Background: an optimization exercise with open tools, aiming at small area and a short achievable clock period. Do not read the settings as production practice. Where RTL was checked, it was by simulation tests only, not by an equivalence proof against the original.

==> inputs of 08-25 <==
// conv3x3_mac
module conv3x3_mac
(
    input  logic                             clk,
    input  logic                             reset,
    input  logic                             conv_en,
    input  logic [9*16-1:0] filter_taps,
    input  logic [9*16-1:0] window_taps,
    output logic [16-1:0]           out_data,
    output logic                             out_we
);
export LEC_CHECK = 0
export ABC_AREA = 1
export CAP_MARGIN = 20
export CORE_MARGIN = 2
export CORE_UTILIZATION = 55
export CTS_BUF_LIST = sky130_fd_sc_hd__clkbuf_8
export SETUP_SLACK_MARGIN = 5
export SLEW_MARGIN = 20
export SYNTH_HIERARCHICAL = 1
create_clock -name core_clock -period 8.5 [get_ports {clk}]
standard.sh (not shown) runs the stock make flow with config.mk's settings and CLKGATE_MAP_FILE= SYNTH_SCRIPT=/design/flow/synth_recipe.tcl, a recipe that flattens the netlist after the stock synthesis.
==> flow/flow/run.sh <==
#!/bin/bash
# Layout flow: the standard ORFS flow (standard synthesis unchanged),
# except that buffer_ports makes the input and output port buffers from the
# smallest buffer, sky130_fd_sc_hd__buf_1, which the resizer may still size
# up where timing needs it. Each ORFS step keeps its own log under
# orfs/logs/; make's own output goes to flow_make.log here.
set -euo pipefail
bash standard.sh BUFFER_PORTS_ARGS="-buffer_cell sky130_fd_sc_hd__buf_1" finish > flow_make.log 2>&1
==> 03-10 (differences from 08-25) <==
--- a/flow/design.v
+++ b/flow/design.v
@@ -65,11 +65,11 @@
     input  logic [9*16-1:0] window_taps,
     output logic [16-1:0]           out_data,
     output logic                             out_we
 );
     logic [143:0] f_q;
-    logic [3:0] vld;
+    logic [4:0] vld;
     logic [396:0] r2_q;
     logic [88:0] r3_q;
     logic [34:0] sum_a, sum_b;
     logic [7:0] one_0, two_0, neg_0;
     logic [7:0] one_d0, two_d0, neg_d0;
@@ -1443,13 +1443,13 @@
     always_ff @(posedge clk)
     begin
         if (reset)
             vld <= '0;
         else
-            vld <= {vld[2:0], conv_en};
+            vld <= {vld[3:0], conv_en};
     end
-    assign out_we = vld[3];
+    assign out_we = vld[4];
     booth_encode u_booth_0 (.b(window_taps[0 +: 16]), .one(one_d0), .two(two_d0), .neg(neg_d0));
     booth_encode u_booth_1 (.b(window_taps[16 +: 16]), .one(one_d1), .two(two_d1), .neg(neg_d1));
     booth_encode u_booth_2 (.b(window_taps[32 +: 16]), .one(one_d2), .two(two_d2), .neg(neg_d2));
     booth_encode u_booth_3 (.b(window_taps[48 +: 16]), .one(one_d3), .two(two_d3), .neg(neg_d3));
     booth_encode u_booth_4 (.b(window_taps[64 +: 16]), .one(one_d4), .two(two_d4), .neg(neg_d4));
@@ -3287,12 +3287,15 @@
         r3_q[85] <= fs1247;
         r3_q[86] <= fc1245;
         r3_q[87] <= fc1246;
         r3_q[88] <= fc1247;
     end
-    assign sum_a = {1'b1, r3_q[87], r3_q[85], r3_q[83], r3_q[81], r3_q[79], r3_q[78], fc1177, fc1149, fc1118, fc1081, fs1081, fc995, fc946, fc891, fc833, fc769, fs769, fc631, fc560, fc489, fs488, fs427, fc312, r3_q[77], r3_q[75], r3_q[73], r3_q[71], r3_q[69], r3_q[67], r3_q[65], r3_q[63], r3_q[61], r3_q[59], r3_q[57]};
-    assign sum_b = {1'b0, r3_q[88], r3_q[86], r3_q[84], r3_q[82], r3_q[80], fc1199, fs1199, fs1177, fs1149, fs1118, fc1041, fs1041, fs995, fs946, fs891, fs833, fc702, fs702, fs631, fs560, fs489, fs426, fs365, fs312, r3_q[76], r3_q[74], r3_q[72], r3_q[70], r3_q[68], r3_q[66], r3_q[64], r3_q[62], r3_q[60], r3_q[58]};
+    always_ff @(posedge clk)
+    begin
+        sum_a <= {1'b1, r3_q[87], r3_q[85], r3_q[83], r3_q[81], r3_q[79], r3_q[78], fc1177, fc1149, fc1118, fc1081, fs1081, fc995, fc946, fc891, fc833, fc769, fs769, fc631, fc560, fc489, fs488, fs427, fc312, r3_q[77], r3_q[75], r3_q[73], r3_q[71], r3_q[69], r3_q[67], r3_q[65], r3_q[63], r3_q[61], r3_q[59], r3_q[57]};
+        sum_b <= {1'b0, r3_q[88], r3_q[86], r3_q[84], r3_q[82], r3_q[80], fc1199, fs1199, fs1177, fs1149, fs1118, fc1041, fs1041, fs995, fs946, fs891, fs833, fc702, fs702, fs631, fs560, fs489, fs426, fs365, fs312, r3_q[76], r3_q[74], r3_q[72], r3_q[70], r3_q[68], r3_q[66], r3_q[64], r3_q[62], r3_q[60], r3_q[58]};
+    end
     logic [34:0] acc;
     logic [15:0] clamped;
     assign acc = sum_a + sum_b;
     result_saturate #(.SUM_W(35)) u_saturate (
         .sum     (acc),
==> flow/run.sh (new file) <==
#!/bin/bash
# synth_recipe.tcl (not shown) runs the flow's synth.tcl, then flattens the netlist and writes it again
# the make line also repeats each setting of config.mk as NAME=value (left out here)
make -C /OpenROAD-flow-scripts/flow DESIGN_CONFIG=/design/flow/config.mk WORK_HOME=/design/flow/orfs CLKGATE_MAP_FILE= SYNTH_SCRIPT=/design/flow/synth_recipe.tcl finish
- CTS_BUF_LIST: sky130_fd_sc_hd__clkbuf_8 -> unset
- SETUP_SLACK_MARGIN: 5 -> 4.9
removed: flow/flow/run.sh
removed: flow/standard.sh
==> 02-01 (differences from 08-25) <==
- CTS_BUF_LIST: sky130_fd_sc_hd__clkbuf_8 -> unset
- SLEW_MARGIN: 20 -> 60
==> comparison table <==
item                                                             02-01       08-25       03-10
Outcome                                       timing/DRC/antenna clean  timing/DRC/antenna clean  timing/DRC/antenna clean
Detailed Place HPWL                                          240900 µm   241100 µm   244500 µm
Clock insertion delay at the later pin of the skew report      0.76 ns     0.95 ns     0.76 ns
Core area                                                   123500 µm²  123500 µm²  125700 µm²
Vias in the first global route                                   50880       51710       51770
Max Fclk                                                    0.2841 GHz  0.2817 GHz  0.2827 GHz
FF/Latch Area                                                17340 µm²   17340 µm²   18730 µm²
Clock network contribution to total cell area                  0.04438     0.04715     0.04700
Minimum clock period after layout                             3.519 ns    3.550 ns    3.537 ns
Share of final layout cell area taken by non-clock buffers     0.02346     0.02313     0.04668
Arr. time, crit path                                           4.12 ns     4.32 ns     4.16 ns
Initial antenna violation count                                     14          20          10
Sink count of the clock tree                                       866         866         935
Seq cells                                                          866         866         935
H-tree depth reported by CTS                                         3           4           3
No functional check of the RTL was part of 03-10.


==> inputs of 05-28 <==
conv3x3_mac, a different RTL version from the one above (not shown whole).
==> flow/config.mk <==
export PLATFORM = sky130hd
export DESIGN_NAME = conv3x3_mac
export DESIGN_NICKNAME = conv3x3_mac
export VERILOG_FILES = /design/flow/design.v
export SDC_FILE = /design/flow/constraint.sdc
export NUM_CORES = 4
export LEC_CHECK = 0
export ABC_AREA = 1
export CAP_MARGIN = 20
export CORE_MARGIN = 2
export CORE_UTILIZATION = 55
export PLACE_DENSITY = 0.8
export SETUP_SLACK_MARGIN = 5
export SLEW_MARGIN = 20
export SYNTH_HIERARCHICAL = 1
==> flow/constraint.sdc <==
create_clock -name core_clock -period 8.5 [get_ports {clk}]
set_input_delay 1.7000 -clock core_clock [delete_from_list [all_inputs] [get_ports {clk}]]
set_output_delay 1.7000 -clock core_clock [all_outputs]
set_load 0.01 [all_outputs]
==> flow/flow/run.sh <==
#!/bin/bash
# Layout flow: the standard ORFS flow (standard synthesis unchanged),
# except that buffer_ports makes the input and output port buffers from the
# smallest buffer, sky130_fd_sc_hd__buf_1, which the resizer may still size
# up where timing needs it. Each ORFS step keeps its own log under
# orfs/logs/; make's own output goes to flow_make.log here.
set -euo pipefail
bash standard.sh BUFFER_PORTS_ARGS="-buffer_cell sky130_fd_sc_hd__buf_1" finish > flow_make.log 2>&1
==> 06-27: changes against 05-28 <==
- CTS_CLUSTER_SIZE: unset -> 24
- GPL_ROUTABILITY_DRIVEN: unset -> 0
- PLACE_DENSITY: 0.8 -> unset
==> summary of the runs <==
- Between 06-27 and 05-28, the lower non-clock buffer count is in 05-28 (gap 4).
- Between 05-28 and 06-27, the lower hold slack is in 06-27 (gap 0.012 ns).
- Between 06-27 and 05-28, the lower clock-buffer cell count is in 05-28 (gap 2).
- Critical path depth is the same in 06-27 and 05-28.
- 06-27 completed with no timing, DRC or antenna violations. 05-28 passed the timing, design-rule and antenna checks.
- Between 06-27 and 05-28, the lower via count is in 06-27 (gap 1.1%, measured against 05-28).
- Of 05-28 and 06-27, 06-27 has the higher maximum frequency (gap 0.82%, measured against 06-27).


==> run D <==
conv3x3_mac again, from the RTL that the note above started with.
==> flow/design.v (excerpt) <==
module conv3x3_mac
(
    input  logic                             clk,
    input  logic                             reset,
    input  logic                             conv_en,
    input  logic [9*16-1:0] filter_taps,
    input  logic [9*16-1:0] window_taps,
    output logic [16-1:0]           out_data,
    output logic                             out_we
);
    logic [143:0] f_q;
    logic [3:0] vld;
    logic [396:0] r2_q;
    logic [88:0] r3_q;
    logic [34:0] sum_a, sum_b;
    logic [7:0] one_0, two_0, neg_0;
    logic [7:0] one_d0, two_d0, neg_d0;
    logic [7:0] one_1, two_1, neg_1;
    logic [7:0] one_d1, two_d1, neg_d1;
    logic [7:0] one_2, two_2, neg_2;
    logic [7:0] one_d2, two_d2, neg_d2;
    logic [7:0] one_3, two_3, neg_3;
    logic [7:0] one_d3, two_d3, neg_d3;
    logic [7:0] one_4, two_4, neg_4;
    logic [7:0] one_d4, two_d4, neg_d4;
    logic [7:0] one_5, two_5, neg_5;
    logic [7:0] one_d5, two_d5, neg_d5;
    logic [7:0] one_6, two_6, neg_6;
    logic [7:0] one_d6, two_d6, neg_d6;
    logic [7:0] one_7, two_7, neg_7;
    logic [7:0] one_d7, two_d7, neg_d7;
    logic [7:0] one_8, two_8, neg_8;
    logic [7:0] one_d8, two_d8, neg_d8;
    logic [16:0] pp_0_0;
    logic [16:0] pp_0_1;
    logic [16:0] pp_0_2;
    logic [16:0] pp_0_3;
    logic [16:0] pp_0_4;
    logic [16:0] pp_0_5;
    logic [16:0] pp_0_6;
    logic [16:0] pp_0_7;
  ...
Settings: LEC_CHECK=0, ABC_AREA=1, CAP_MARGIN=20, CORE_MARGIN=2, CORE_UTILIZATION=45, GPL_ROUTABILITY_DRIVEN=0, SETUP_SLACK_MARGIN=5, SLEW_MARGIN=20, SYNTH_HIERARCHICAL=1; clock period 8.5 ns.
Scripts as last shown in full above: flow/flow/run.sh
==> run R (differences from run D) <==
Settings changed: CORE_UTILIZATION 45 to 55, GPL_ROUTABILITY_DRIVEN 0 to unset.
==> run F (differences from run D) <==
Settings changed: CORE_UTILIZATION 45 to 55, CTS_CLUSTER_SIZE set to 40.
==> summary.txt <==
quantity	run R	run D	run F
Avg WL per Cell	36.4 um	33.9 um	35.0 um
Transition time of the tightest slew-check pin	1130 ps	1100 ps	1130 ps
Number of antenna violations at the first check in global routing	17	21	13
Clock-cell share of area	0.0460	0.0467	0.0473
Worst flop-to-flop path endpoint	r2_q[9]	r2_q[45]	r2_q[4]
Non-CTS buffers	381	376	381
Outcome	timing/DRC/antenna clean	timing/DRC/antenna clean	timing/DRC/antenna clean
Achievable clock frequency	284 MHz	290 MHz	287 MHz
Minimum clock period	3520 ps	3450 ps	3480 ps
X dimension of the die	357 um	394 um	357 um
Chip height	357 um	394 um	357 um
Floorplan Core Area	123000 um2	151000 um2	123000 um2
Number of optimization iterations in the first detailed-route pass	6	8	8

-- separate check: timing with driven ports --
No port has a modelled driver above. Below, the same layouts with a new extraction and two added sets of constraints. Step 1, drivers: a clkbuf_16 drives clk and a buf_2 each remaining input, both assumed. Step 2 moves the port delays by t, midway between the first and last clock arrival at a register: inputs arrive t later, outputs are due t later. That takes back most of the time a late clock gives input paths. a / b / c = ideal / step 1 / step 2; a / b = the first two.
run	t (ns)	setup WS [ns]	clock arrival spread, ns	worst data-port slew with drivers (ns)
08-25	1.006	4.950 / 4.950 / 4.950	0.049 / 0.049	0.09
03-10	0.820	4.963 / 4.963 / 4.963	0.044 / 0.045	0.12
02-01	0.822	4.981 / 4.981 / 4.981	0.038 / 0.038	0.08
05-28	0.799	4.971 / 4.971 / 4.971	0.033 / 0.033	0.08
06-27	0.811	5.000 / 5.000 / 5.000	0.035 / 0.035	0.08
run D	0.836	5.049 / 5.049 / 5.049	0.049 / 0.049	0.11
run R	0.804	4.982 / 4.982 / 4.982	0.041 / 0.041	0.10
run F	0.810	5.018 / 5.018 / 5.018	0.051 / 0.052	0.07
After both steps setup and hold are still met in every run listed.
